From an optimization exercise on the open Yosys and OpenROAD flow, aimed at a short achievable clock period and few clock cycles per item; shortcuts taken in it are not production practice.
Where RTL was checked, it was by simulation tests only, not by an equivalence proof against the original.
No activity file was given, so power comes from the tool's default toggle rates.

==> flow/design.v (excerpt) <==
module cpu16_backend
(
    input  logic    clk,
    input  logic    reset,
    input  logic    in_valid,
    output logic    in_ready,
    input  logic [15:0] in_instr,
    output logic    retire_valid,
    input  logic    retire_ready,
    output logic [32:0]  retire,
    output logic [REGVAL_W-1:0] regval
);
    logic [3:0]       s_v;
    logic [3:0][15:0] s_ins;
    logic [3:0][7:0]  s_op;
    logic [3:0][3:0]  s_a;
    logic [3:0][3:0]  s_b;
    logic [3:0]       s_cin;
    logic [3:0][3:0]  s_sh;       
    logic [3:0][3:0]  s_spill;    
    logic [3:0]       alow1;      
    logic [7:0]       alow2;
    logic [3:0]       pres1;      
    logic [7:0]       pres2;
    logic [11:0]      pres3;
    logic [3:0]       ldlo1;      
    logic [2:0]       ldk1;       
    logic             hit2;       
    logic             hit3;
    logic [3:0]       wb;
    logic [3:0]       isld;
    logic [3:0][3:0]  res;
    logic [3:0]       cout;
    logic [7:0][3:0]  sr0, sr1, sr2, sr3;
    logic             r_v;        
    logic [15:0]      r_ins;
    logic [15:0]      r_res;
    logic [7:0]       r_we;       
    always_comb begin
        for (int k = 0; k < 4; k++) begin
            wb[k]   = s_v[k] && !s_ins[k][15];
            isld[k] = s_op[k][7];
        end
    end
    logic [4:0]  lo4;
    logic        imm4;
    logic        hit1;
    logic [15:0] ldw;
    assign lo4  = {1'b0, s_a[0]} + {1'b0, s_ins[0][3:0]};
    assign imm4 = s_ins[0][4];
    assign hit1 = (s_a[1] == 4'h0 && ldk1[0])
               || (s_a[1] == 4'hf && ldk1[1])
               || (s_a[1] == 4'he && ldk1[2]);
    data_mem u_mem (
        .addr  ({hit1 ? 4'h0 : 4'hf, ldlo1}),
        .rdata (ldw)
  ...
Size: roughly 810 flip-flops, about 33000 sq um of cells after synthesis.
Settings: LEC_CHECK=0, ABC_CLOCK_PERIOD_IN_PS=1000, CAP_MARGIN=20, CORE_MARGIN=2, CORE_UTILIZATION=45, PLACE_DENSITY=0.62, SETUP_SLACK_MARGIN=3.2, SLEW_MARGIN=20, TNS_END_PERCENT=100; clock period 5.0 ns.
standard.sh (not shown) runs the stock make flow with config.mk's settings and CLKGATE_MAP_FILE= SYNTH_SCRIPT=/design/flow/synth_recipe.tcl, a recipe that flattens the netlist after the stock synthesis.
==> flow/flow/run.sh <==
#!/bin/bash
# The standard layout, except that synthesis leaves adders to ABC instead of
# mapping them onto the library's half- and full-adder cells.
set -euo pipefail
bash standard.sh ADDER_MAP_FILE= finish > flow.log 2>&1
Testbench counts at the start, summed over its fixed seeds: cycles 3,327, instructions 3,200.
Change:
--- a/flow/design.v
+++ b/flow/design.v
@@ -71,43 +71,42 @@
     logic [3:0][3:0]  s_sh;       
     logic [3:0][3:0]  s_spill;    
     logic [3:0]       alow1;      
     logic [7:0]       alow2;
     logic [3:0]       pres1;      
     logic [7:0]       pres2;
     logic [11:0]      pres3;
     logic [3:0]       ldlo1;      
-    logic [2:0]       ldk1;       
+    logic             ldc1;
     logic             hit2;       
     logic             hit3;
     logic [3:0]       wb;
     logic [3:0]       isld;
     logic [3:0][3:0]  res;
     logic [3:0]       cout;
     logic [7:0][3:0]  sr0, sr1, sr2, sr3;
     logic             r_v;        
     logic [15:0]      r_ins;
     logic [15:0]      r_res;
-    logic [7:0]       r_we;       
     always_comb begin
         for (int k = 0; k < 4; k++) begin
             wb[k]   = s_v[k] && !s_ins[k][15];
             isld[k] = s_op[k][7];
         end
     end
     logic [4:0]  lo4;
     logic        imm4;
     logic        hit1;
     logic [15:0] ldw;
     assign lo4  = {1'b0, s_a[0]} + {1'b0, s_ins[0][3:0]};
-    assign imm4 = s_ins[0][4];
-    assign hit1 = (s_a[1] == 4'h0 && ldk1[0])
-               || (s_a[1] == 4'hf && ldk1[1])
-               || (s_a[1] == 4'he && ldk1[2]);
+    assign imm4 = s_ins[1][4];
+    assign hit1 = (s_a[1] == 4'h0 && !imm4 && !ldc1)
+               || (s_a[1] == 4'hf && (imm4 ^ ldc1))
+               || (s_a[1] == 4'he && imm4 && ldc1);
     data_mem u_mem (
         .addr  ({hit1 ? 4'h0 : 4'hf, ldlo1}),
         .rdata (ldw)
     );
     alu_slice u_s0 (
         .op (s_op[0]), .a (s_a[0]), .b (s_b[0]), .cin (s_cin[0]),
         .sh (s_b[0]), .spill (4'h0), .imm (s_ins[0][3:0]), .ld (4'h0),
         .res (res[0]), .cout (cout[0])
@@ -218,17 +217,17 @@
         s_spill[2] <= spill_2[11:8];
         s_spill[3] <= spill_3[15:12];
         alow1 <= s_a[0];
         alow2 <= {s_a[1], alow1};
         pres1 <= res[0];
         pres2 <= {res[1], v0_s1};
         pres3 <= {res[2], pres2};
         ldlo1 <= lo4[3:0];
-        ldk1  <= {imm4 && lo4[4], imm4 ^ lo4[4], !imm4 && !lo4[4]};
+        ldc1  <= lo4[4];
         hit2  <= ldw[12];
         hit3  <= hit2;
     end
     always_ff @(posedge clk) begin
         for (int i = 0; i < NUM_REGS; i++) begin
             if (reset) begin
                 sr0[i] <= '0;
                 sr1[i] <= '0;
@@ -244,23 +243,20 @@
                 if (wb_n[3] && rd_n[3] == 3'(i))
                     sr3[i] <= v_n[3];
             end
         end
     end
     always_ff @(posedge clk) begin
         r_ins <= s_ins[3];
         r_res <= {res[3], pres3};
-        for (int i = 0; i < NUM_REGS; i++)
-            r_we[i] <= !reset && wb[3] && s_ins[3][10:8] == 3'(i);
     end
     logic [CAP-1:0][15:0] q_instr;
     logic [CAP-1:0]       q_wr;
     logic [CAP-1:0][15:0] q_res;
-    logic [CAP-1:0][7:0]  q_we;
     logic [CAP-1:0]       qv_r;
     logic [CAP:0]         qv;
     logic                 pop;
     logic                 push;
     logic                 keep0;
     logic [15:0]          h_instr;
     logic                 h_wr;
     logic [15:0]          h_res;
@@ -277,38 +273,39 @@
     assign h_res   = qv[1] ? q_res[1]   : r_res;
     always_ff @(posedge clk) begin
         for (int k = 1; k < CAP; k++) begin
             if (!(qv[k] && !pop)) begin
                 if (k + 1 < CAP && qv[k+1]) begin
                     q_instr[k] <= q_instr[k+1];
                     q_wr[k]    <= q_wr[k+1];
                     q_res[k]   <= q_res[k+1];
-                    q_we[k]    <= q_we[k+1];
                 end else begin
                     q_instr[k] <= r_ins;
                     q_wr[k]    <= !r_ins[15];
                     q_res[k]   <= r_res;
-                    q_we[k]    <= r_we;
                 end
             end
         end
     end
     always_ff @(posedge clk) begin
         if (reset) begin
             q_instr[0] <= '0;
             q_wr[0]    <= 1'b0;
             q_res[0]   <= '0;
         end else if (!keep0) begin
             q_instr[0] <= h_instr;
             q_wr[0]    <= h_wr;
             q_res[0]   <= h_res;
         end
     end
-    assign vr_we = {NUM_REGS{!keep0}} & (qv[1] ? q_we[1] : r_we);
+    always_comb begin
+        for (int i = 0; i < NUM_REGS; i++)
+            vr_we[i] = !keep0 && h_v && h_wr && h_instr[10:8] == 3'(i);
+    end
     always_ff @(posedge clk) begin
         for (int i = 0; i < NUM_REGS; i++) begin
             if (reset)
                 vr[i] <= '0;
             else if (vr_we[i])
                 vr[i] <= h_res;
         end
     end
Setup slack is better by 42 ps.
Wire length rises by 5.7%.
Power is lower by 8.3%.
Cell count goes down by 4.1%.
Fmax grows by 2.0%.
Utilization went up by 3.2 points.
Only the layout flow was run in the second run of this note; the RTL was not checked for function there.

## separate check: timing with driven ports
Ports are ideal in the flow. The routed layouts listed here were re-timed in OpenROAD. Step 1 (the two cells are an assumption about what drives the block):
set clk [get_ports {clk}]
set_driving_cell -lib_cell sky130_fd_sc_hd__clkbuf_16 $clk
set_driving_cell -lib_cell sky130_fd_sc_hd__buf_2 [delete_from_list [all_inputs] $clk]
Step 2, shift: input delay + t, output delay - t, t = (earliest + latest rising clock arrival at the registers) / 2. This alone moves slack from input paths to output paths. a / b / c = ideal ports / drivers / drivers and shift; a / b = the first two.
| run | t, ns | setup slack, ns | worst setup path after step 2 | slew at the worst register clock pin (ns) |
|---|---|---|---|---|
| the first run | 0.693 | 2.826 / 2.822 / 2.463 | input to register | 0.06 / 0.06 |
| the second run | 0.669 | 2.869 / 2.810 / 2.260 | input to register | 0.06 / 0.06 |
After both steps setup and hold are still met in every run listed. The setup slack of the second run, which loses most, moves by -0.059 ns with the drivers and by -0.609 ns with both steps.
